What follows belongs to an exercise in optimizing a design on an open flow for small area, a short achievable clock period and few clock cycles per item; a production flow would make more cautious choices.
In this exercise RTL edits were held to simulation tests only and were not proved equivalent to the original.

File: flow/run.sh
#!/bin/bash
# synth_recipe.tcl (not shown) runs the flow's synth.tcl, then flattens the netlist and writes it again
# the make line also repeats each setting of config.mk as NAME=value (left out here)
make -C /OpenROAD-flow-scripts/flow DESIGN_CONFIG=/design/flow/config.mk WORK_HOME=/design/flow/orfs CLKGATE_MAP_FILE= SYNTH_SCRIPT=/design/flow/synth_recipe.tcl finish
File: flow/config.mk
export PLATFORM = sky130hd
export DESIGN_NAME = minkowski_distance_orders
export DESIGN_NICKNAME = minkowski_distance_orders
export VERILOG_FILES = /design/flow/design.v
export SDC_FILE = /design/flow/constraint.sdc
export NUM_CORES = 4
export LEC_CHECK = 0
export CAP_MARGIN = 20
export CORE_MARGIN = 2
export CORE_UTILIZATION = 40
export SLEW_MARGIN = 20
File: flow/constraint.sdc
create_clock -name core_clock -period 10.0 [get_ports {clk}]
set_input_delay 2.0000 -clock core_clock [delete_from_list [all_inputs] [get_ports {clk}]]
set_output_delay 2.0000 -clock core_clock [all_outputs]
set_load 0.01 [all_outputs]
File: flow/design.v
package mdo_pkg;
  localparam int unsigned COORD_W = 16;
  localparam int unsigned SUM_ABS_W  = 23;
  localparam int unsigned SUM_SQ_W   = 40;
  localparam int unsigned SUM_CUBE_W = 56;
  localparam int unsigned DIST_W     = 36;
  localparam int unsigned CHEB_W     = 16;
  localparam int unsigned SQ_FRAC_SHIFT   = 32;
  localparam int unsigned CUBE_FRAC_SHIFT = 48;
  localparam int unsigned ROOT_ITERS = DIST_W;
  localparam int unsigned ITER_W     = $clog2(ROOT_ITERS);
  localparam int unsigned MAX_LEN_DEF     = 128;
  localparam int unsigned COORD_WIDTH_DEF = 16;
  typedef enum logic [2:0] {
    ST_IDLE,
    ST_SQ,
    ST_CUBE,
    ST_ACC,
    ST_RSTART,
    ST_ROOT,
    ST_EMIT
  } mdo_state_t;
  typedef struct packed {
    logic load;       
    logic mul_sq;     
    logic mul_cube;   
    logic acc;        
    logic clear;      
  } acc_ctrl_t;
endpackage
import mdo_pkg::*;
module mdo_accum #(
  parameter int unsigned MAX_LEN     = mdo_pkg::MAX_LEN_DEF,
  parameter int unsigned COORD_WIDTH = mdo_pkg::COORD_WIDTH_DEF
) (
  input  logic                             clk,
  input  logic                             rst,
  input  mdo_pkg::acc_ctrl_t               ctrl,
  input  logic [mdo_pkg::COORD_W-1:0]      x_coord,
  input  logic [mdo_pkg::COORD_W-1:0]      y_coord,
  output logic [mdo_pkg::SUM_ABS_W-1:0]    sum_abs,
  output logic [mdo_pkg::SUM_SQ_W-1:0]     sum_square,
  output logic [mdo_pkg::SUM_CUBE_W-1:0]   sum_cube,
  output logic [COORD_WIDTH-1:0]           max_abs,
  output logic                             saturated
);
  localparam int unsigned CW    = COORD_WIDTH;
  localparam int unsigned CNT_W = $clog2(MAX_LEN + 1);
  logic signed [CW:0]    x_ext, y_ext, diff;
  logic [CW:0]           diff_neg;
  logic [CW-1:0]         abs_in;
  logic [CW-1:0]         a_reg;
  logic [2*CW-1:0]       sq_reg;
  logic [3*CW-1:0]       cube_reg;
  logic [2*CW-1:0]       mul_a;
  logic [3*CW-1:0]       product;
  logic [CNT_W-1:0]      pair_count;
  logic                  full_run;
  logic [SUM_ABS_W:0]    abs_add;
  logic [SUM_SQ_W:0]     sq_add;
  logic [SUM_CUBE_W:0]   cube_add;
  assign x_ext    = {x_coord[CW-1], x_coord[CW-1:0]};
  assign y_ext    = {y_coord[CW-1], y_coord[CW-1:0]};
  assign diff     = x_ext - y_ext;
  assign diff_neg = -diff;
  assign abs_in   = diff[CW] ? diff_neg[CW-1:0] : diff[CW-1:0];
  assign mul_a   = ctrl.mul_cube ? sq_reg : (2*CW)'(a_reg);
  assign product = (3*CW)'(mul_a) * (3*CW)'(a_reg);
  assign full_run = (pair_count >= CNT_W'(MAX_LEN));
  assign abs_add  = {1'b0, sum_abs}    + (SUM_ABS_W+1)'(a_reg);
  assign sq_add   = {1'b0, sum_square} + (SUM_SQ_W+1)'(sq_reg);
  assign cube_add = {1'b0, sum_cube}   + (SUM_CUBE_W+1)'(cube_reg);
  always_ff @(posedge clk) begin
    if (ctrl.load) begin
      a_reg <= abs_in;
    end
    if (ctrl.mul_sq) begin
      sq_reg <= product[2*CW-1:0];
    end
    if (ctrl.mul_cube) begin
      cube_reg <= product;
    end
  end
  always_ff @(posedge clk) begin
    if (rst || ctrl.clear) begin
      sum_abs    <= '0;
      sum_square <= '0;
      sum_cube   <= '0;
      max_abs    <= '0;
      pair_count <= '0;
      saturated  <= 1'b0;
    end else begin
      if (ctrl.load && (abs_in > max_abs)) begin
        max_abs <= abs_in;
      end
      if (ctrl.acc) begin
        if (full_run) begin
          saturated  <= 1'b1;
          sum_abs    <= '1;
          sum_square <= '1;
          sum_cube   <= '1;
        end else begin
          pair_count <= pair_count + 1'b1;
          sum_abs    <= abs_add[SUM_ABS_W]   ? '1 : abs_add[SUM_ABS_W-1:0];
          sum_square <= sq_add[SUM_SQ_W]     ? '1 : sq_add[SUM_SQ_W-1:0];
          sum_cube   <= cube_add[SUM_CUBE_W] ? '1 : cube_add[SUM_CUBE_W-1:0];
          if (abs_add[SUM_ABS_W] || sq_add[SUM_SQ_W] || cube_add[SUM_CUBE_W]) begin
            saturated <= 1'b1;
          end
        end
      end
    end
  end
endmodule
import mdo_pkg::*;
module mdo_roots (
  input  logic                            clk,
  input  logic                            rst,
  input  logic                            start,
  input  logic [mdo_pkg::SUM_SQ_W-1:0]    sum_square,
  input  logic [mdo_pkg::SUM_CUBE_W-1:0]  sum_cube,
  output logic                            done,
  output logic [mdo_pkg::DIST_W-1:0]      euclidean_dist,
  output logic [mdo_pkg::DIST_W-1:0]      cubic_dist
);
  localparam int unsigned RAD2_W = 2 * DIST_W;         
  localparam int unsigned REM2_W = DIST_W + 2;
  localparam int unsigned RAD3_W = 3 * DIST_W;         
  localparam int unsigned Y2_W   = 2 * DIST_W;
  localparam int unsigned B_W    = Y2_W + 3;
  localparam int unsigned REM3_W = B_W + 2;
  localparam int unsigned PAD3_W = RAD3_W - SUM_CUBE_W - CUBE_FRAC_SHIFT;
  logic                busy;
  logic                phase;      
  logic [ITER_W-1:0]   iter;
  logic [RAD2_W-1:0]   rad2;
  logic [REM2_W-1:0]   rem2;
  logic [DIST_W-1:0]   root2;
  logic [REM2_W+1:0]   rem2_sh, trial2, diff2;
  logic                take2;
  logic [RAD3_W-1:0]   rad3;
  logic [REM3_W-1:0]   rem3;
  logic [DIST_W-1:0]   root3;
  logic [Y2_W-1:0]     root3_sq;
  logic [B_W-1:0]      b_reg, b_sum, b_calc;
  logic                take3;
  assign rem2_sh = {rem2, rad2[RAD2_W-1 -: 2]};
  assign trial2  = {2'b00, root2, 2'b01};
  assign diff2   = rem2_sh - trial2;
  assign take2   = (rem2_sh >= trial2);
  assign b_sum  = B_W'({root3_sq[Y2_W-3:0], 2'b00}) + B_W'({root3[DIST_W-2:0], 1'b0});
  assign b_calc = {b_sum[B_W-2:0], 1'b0} + b_sum + B_W'(1);
  assign take3  = (rem3 >= REM3_W'(b_reg));
  assign done           = busy && phase && (iter == ITER_W'(ROOT_ITERS - 1));
  assign euclidean_dist = root2;
  assign cubic_dist     = root3;
  always_ff @(posedge clk) begin
    if (rst) begin
      busy  <= 1'b0;
      phase <= 1'b0;
      iter  <= '0;
    end else if (start) begin
      busy  <= 1'b1;
      phase <= 1'b0;
      iter  <= '0;
    end else if (busy) begin
      phase <= ~phase;
      if (phase) begin
        iter <= iter + 1'b1;
        if (done) begin
          busy <= 1'b0;
        end
      end
    end
  end
  always_ff @(posedge clk) begin
    if (start) begin
      rad2     <= {sum_square, {SQ_FRAC_SHIFT{1'b0}}};
      rem2     <= '0;
      root2    <= '0;
      rad3     <= {{PAD3_W{1'b0}}, sum_cube, {CUBE_FRAC_SHIFT{1'b0}}};
      rem3     <= '0;
      root3    <= '0;
      root3_sq <= '0;
    end else if (busy) begin
      if (!phase) begin
        rem3     <= {rem3[REM3_W-4:0], rad3[RAD3_W-1 -: 3]};
        rad3     <= {rad3[RAD3_W-4:0], 3'b000};
        root3    <= {root3[DIST_W-2:0], 1'b0};
        root3_sq <= {root3_sq[Y2_W-3:0], 2'b00};
        b_reg    <= b_calc;
      end else begin
        rad2 <= {rad2[RAD2_W-3:0], 2'b00};
        if (take2) begin
          rem2  <= diff2[REM2_W-1:0];
          root2 <= {root2[DIST_W-2:0], 1'b1};
        end else begin
          rem2  <= rem2_sh[REM2_W-1:0];
          root2 <= {root2[DIST_W-2:0], 1'b0};
        end
        if (take3) begin
          rem3     <= rem3 - REM3_W'(b_reg);
          root3    <= {root3[DIST_W-1:1], 1'b1};
          root3_sq <= root3_sq + Y2_W'({root3, 1'b1});
        end
      end
    end
  end
endmodule
import mdo_pkg::*;
module minkowski_distance_orders #(
  parameter int unsigned MAX_LEN     = mdo_pkg::MAX_LEN_DEF,
  parameter int unsigned COORD_WIDTH = mdo_pkg::COORD_WIDTH_DEF
) (
  input  logic          clk,
  input  logic          rst,
  input  logic          s_tvalid,
  output logic          s_tready,
  input  logic [31:0]   s_tdata,    
  input  logic          s_tlast,    
  output logic          m_tvalid,
  input  logic          m_tready,
  output logic [111:0]  m_tdata,    
  output logic          m_tuser     
);
  mdo_pkg::mdo_state_t            state, state_next;
  mdo_pkg::acc_ctrl_t            ctrl;
  logic                    accept;
  logic                    last_reg;
  logic                    root_start;
  logic                    root_done;
  logic                    out_load;
  logic [SUM_ABS_W-1:0]    sum_abs;
  logic [SUM_SQ_W-1:0]     sum_square;
  logic [SUM_CUBE_W-1:0]   sum_cube;
  logic [COORD_WIDTH-1:0]  max_abs;
  logic                    saturated;
  logic [DIST_W-1:0]       euclid;
  logic [DIST_W-1:0]       cubic;
  logic [SUM_ABS_W-1:0]    manhattan_dist;
  logic [DIST_W-1:0]       euclidean_dist;
  logic [DIST_W-1:0]       cubic_dist;
  logic [CHEB_W-1:0]       chebyshev_dist;
  logic                    overflow;
  assign accept = s_tvalid && s_tready;
  mdo_accum #(
    .MAX_LEN     (MAX_LEN),
    .COORD_WIDTH (COORD_WIDTH)
  ) u_accum (
    .clk        (clk),
    .rst        (rst),
    .ctrl       (ctrl),
    .x_coord    (s_tdata[COORD_W-1:0]),
    .y_coord    (s_tdata[2*COORD_W-1:COORD_W]),
    .sum_abs    (sum_abs),
    .sum_square (sum_square),
    .sum_cube   (sum_cube),
    .max_abs    (max_abs),
    .saturated  (saturated)
  );
  mdo_roots u_roots (
    .clk            (clk),
    .rst            (rst),
    .start          (root_start),
    .sum_square     (sum_square),
    .sum_cube       (sum_cube),
    .done           (root_done),
    .euclidean_dist (euclid),
    .cubic_dist     (cubic)
  );
  always_comb begin
    state_next = state;
    unique case (state)
      ST_IDLE:   if (accept) state_next = ST_SQ;
      ST_SQ:     state_next = ST_CUBE;
      ST_CUBE:   state_next = ST_ACC;
      ST_ACC:    state_next = last_reg ? ST_RSTART : ST_IDLE;
      ST_RSTART: state_next = ST_ROOT;
      ST_ROOT:   if (root_done) state_next = ST_EMIT;
      ST_EMIT:   if (out_load) state_next = ST_IDLE;
      default:   state_next = ST_IDLE;
    endcase
  end
  always_comb begin
    s_tready      = (state == ST_IDLE);
    ctrl.load     = (state == ST_IDLE) && accept;
    ctrl.mul_sq   = (state == ST_SQ);
    ctrl.mul_cube = (state == ST_CUBE);
    ctrl.acc      = (state == ST_ACC);
    root_start    = (state == ST_RSTART);
    out_load      = (state == ST_EMIT) && (!m_tvalid || m_tready);
    ctrl.clear    = out_load;   
  end
  always_ff @(posedge clk) begin
    if (rst) begin
      state <= ST_IDLE;
    end else begin
      state <= state_next;
    end
  end
  always_ff @(posedge clk) begin
    if (accept) begin
      last_reg <= s_tlast;
    end
  end
  always_ff @(posedge clk) begin
    if (rst) begin
      m_tvalid <= 1'b0;
    end else if (out_load) begin
      m_tvalid <= 1'b1;
    end else if (m_tready) begin
      m_tvalid <= 1'b0;
    end
  end
  always_ff @(posedge clk) begin
    if (out_load) begin
      manhattan_dist <= sum_abs;
      euclidean_dist <= euclid;
      cubic_dist     <= cubic;
      chebyshev_dist <= CHEB_W'(max_abs);
      overflow       <= saturated;
    end
  end
  assign m_tdata = {1'b0, chebyshev_dist, cubic_dist, euclidean_dist, manhattan_dist};
  assign m_tuser = overflow;
endmodule
==> results.json <==
{
  "hold_fails_final_rpt": 0,
  "status": "timing/DRC/antenna clean",
  "cts-htree-levels": 3,
  "fin_setup_tns_ns": 0,
  "fmax_mhz": 113,
  "final_layout_size_suffix_gt1_frac": 0.0385,
  "layout.core_utilization": 0.440,
  "antenna_violating_nets_post_route": 0,
  "cts_root_buffer": "clkbuf_16",
  "critical_path.top_delay_family": "adder cells",
  "critPathBufInv": 6,
  "number_of_distinct_library_cells_after_synthesis": 93,
  "synth_top_cells_by_count": "nand2_1, inv_1, a21oi_1",
  "start_util": 0.402,
  "synthesis.nets": 8840,
  "cts.reportedPaths.clkPinSlew_ns": 0.06,
  "timing.max_cap.violations": 0,
  "cts_sinks": 796,
  "clock_latency_ns": 0.71,
  "drc_errors": 0,
  "tritoncts_buffers": 92,
  "synthToLayoutAreaGrowth_pct": 9.62,
  "dr_total_vias": 55800,
  "synth_seq_cells": 796,
  "drv_slew": 0,
  "critical_path.startpoint_type": "flip-flop",
  "worstPathMaxFanout": 20,
  "grt_usage": 0.216,
  "main_flop_type_after_synthesis": "dfxtp_1",
  "rows": 151,
  "cts.hold.buffers_added": 0,
  "final.hold.worst_slack_ns": 0.458,
  "finalSetupViolCount": 0,
  "largest_register_ff_count": 77,
  "crit_path_end_kind": "flip-flop",
  "cpPeakStageDelay_ns": 0.67,
  "max-slew-margin-rel": 0.268,
  "floorplan.core_area_sq_um": 169000,
  "finalWorstPathRequiredPeriod_ns": 8.87,
  "synth_enable_flop_cells": 379,
  "post_cts.repair.setup_buffers": 0,
  "cts_tree": "done",
  "yosys.cell_count.top_type": "nand2_1",
  "yosys_warnings": 3,
  "die_area_sq_um": 173000,
  "detail_route.iter0.violations": 4070,
  "finalClockSkew_ns": 0.0250,
  "mappedNetlistArea_sq_um": 67800,
  "finalNetCount": 8729,
  "synth.yosys.seq_area_share": 0.291,
  "largest_net_degree_at_the_start_of_global_routing": 132,
  "hold_path_class": "flip-flop to flip-flop",
  "routed_wire_length_per_instance_microns": 18.8,
  "die_height_microns": 416,
  "post_synth.cell_area_avg_sq_um": 8.62,
  "synth_top_area_share": 0.168,
  "timing.final.crit_share": 0.887,
  "first_global_vias": 55400,
  "routed_via_density": 5.55,
  "top_level_ports": 152,
  "fillCellCount": 16600,
  "numPortBuffers": 150,
  "die_width_microns": 416,
  "ys_async_sr_fraction": 0,
  "dpl.hpwl_microns": 141000,
  "worstPathRequired_ns": 10.46,
  "first_pass_iters": 6,
  "unrepaired_setup_endpoints_after_global_routing": "no",
  "synthTopCellsByArea": "edfxtp_1, fa_1, dfxtp_1",
  "worst-endpoint-arrival_ns": 9.33,
  "timing_worst_setup_path_type": "flip-flop to flip-flop",
  "detail_route.wirelength_microns": 189000,
  "routability_congestion": 0.914,
  "dpl_worst_slack_ns": 1.23,
  "synth_top_area_cell": "edfxtp_1",
  "most_numerous_cell_on_the_critical_path": "fa_1",
  "post_cts_resize_count": 0,
  "cts_buffer_depth": 3,
  "worst-slew-pin-transition_ns": 1.09,
  "diodes": 0,
  "cpMaxStageDelayCell": "a311oi_1",
  "synthCells": 7869,
  "grt_antenna_before_repair": 0,
  "global_route.overflow_total": 0,
  "first_pass_grt_wire_length_microns": 304000,
  "timing.final.ws_setup_ns": 1.13
}
layer usage:
layer	up-vias	share of wire	GRT usage
met5	-	0	0
met4	0	0.030	0.0637
met3	310	0.046	0.0237
met2	1430	0.46	0.356
met1	27000	0.46	0.297
li1	27100	-	-
area by class of cell:
class / instances / area (sq um) / area share
flip-flops and latches: 796 / 19700 / 0.265
well taps: 2218 / 2780 / 0.0373
multi-input cells: 5925 / 43900 / 0.590
inverters: 734 / 2760 / 0.0371
repair buffers: 209 / 1960 / 0.0263
clock inverters: 52 / 658 / 0.00885
clock buffers: 122 / 2600 / 0.0350
per-stage QoR:
step                std cells  instance area [sq um]
global placement         9882                  71100
finish                  10100                  74400
floorplan                7869                  67800
detailed placement       9882                  71100
global route            10100                  74400
CTS                     10100                  74300
layout by cell type, fill, tap and decap left out, types with 133 or more instances in the layout:
cell                n
a211oi_1          133
a21o_1            265
a21oi_1           712
and2_1            159
and3_1            174
clkdlybuf4s50_1   150
dfxtp_1           416
edfxtp_1          379
fa_1              426
ha_1              508
inv_1             732
nand2_1          1094
nor2_1            420
o21ai_0           394
xnor2_1           253
xor2_1            167
worst paths after layout:
check                startpoint              endpoint  slack [ns]  cells after the start
min reg2reg  u_accum.max_abs[6]     chebyshev_dist[6]        0.46                      0
max                    state[0]  u_accum.cube_reg[46]        1.13                     27
min          u_accum.max_abs[6]     chebyshev_dist[6]        0.46                      0
max reg2reg            state[0]  u_accum.cube_reg[46]        1.13                     27
kinds of logic (layout without fill, tap and decap cells):
kind of cell | Yosys count | after routing | synth area share
buffers and inverters | 1148 | 1117 | 0.0639
flip-flops | 796 | 796 | 0.291
AND/OR/NAND/NOR | 2408 | 2408 | 0.164
adder cells (fa/ha/maj) | 934 | 934 | 0.219
AO/OA/AOI/OAI | 2033 | 2033 | 0.188
multiplexers | 129 | 129 | 0.0191
XOR/XNOR | 420 | 420 | 0.0542
other | 1 | 1 | 0.0000553
worst register-to-register path: stages (launching register included):
cell and delay (ns):
dfxtp_1 0.57, nor2_1 0.09, buf_4 0.22, nand2_1 0.40
inv_4 0.22, nand2_1 0.12, nand2_1 0.34, and2_1 0.33
fa_1 0.51, inv_1 0.06, fa_1 0.57, fa_1 0.46
fa_1 0.50, inv_1 0.05, fa_1 0.52, inv_1 0.05
fa_1 0.53, inv_1 0.04, ha_1 0.34, a41oi_1 0.26
nor4b_1 0.52, o211ai_1 0.22, a311oi_1 0.67, o21ai_0 0.25
a21oi_1 0.32, a211o_1 0.26, a21oi_1 0.10, xnor2_1 0.12
Testbench counts, summed over its fixed seeds: cycles 47,384, items 384.

[separate check: timing with driven ports]
The results above use ideal ports. As a check the final layout listed here was re-extracted and re-timed, cells and wires unchanged. Step 1 assumes that a clkbuf_16 drives the clock port and a buf_2 every other input. Step 2, shift: input delay + t, output delay - t, t = (earliest + latest rising clock arrival at the registers) / 2. This alone moves slack from input paths to output paths. Slacks: no drivers / after step 1 / after step 2; pairs: no drivers / after step 1.
t (ns): 0.776
setup WS [ns]: 1.127 / 1.127 / 1.127
worst register clock-pin slew, ns: 0.07 / 0.07
After both steps this run still meets setup and hold. The setup slack of this run moves by 0.000 ns with the drivers and by 0.000 ns with both steps.
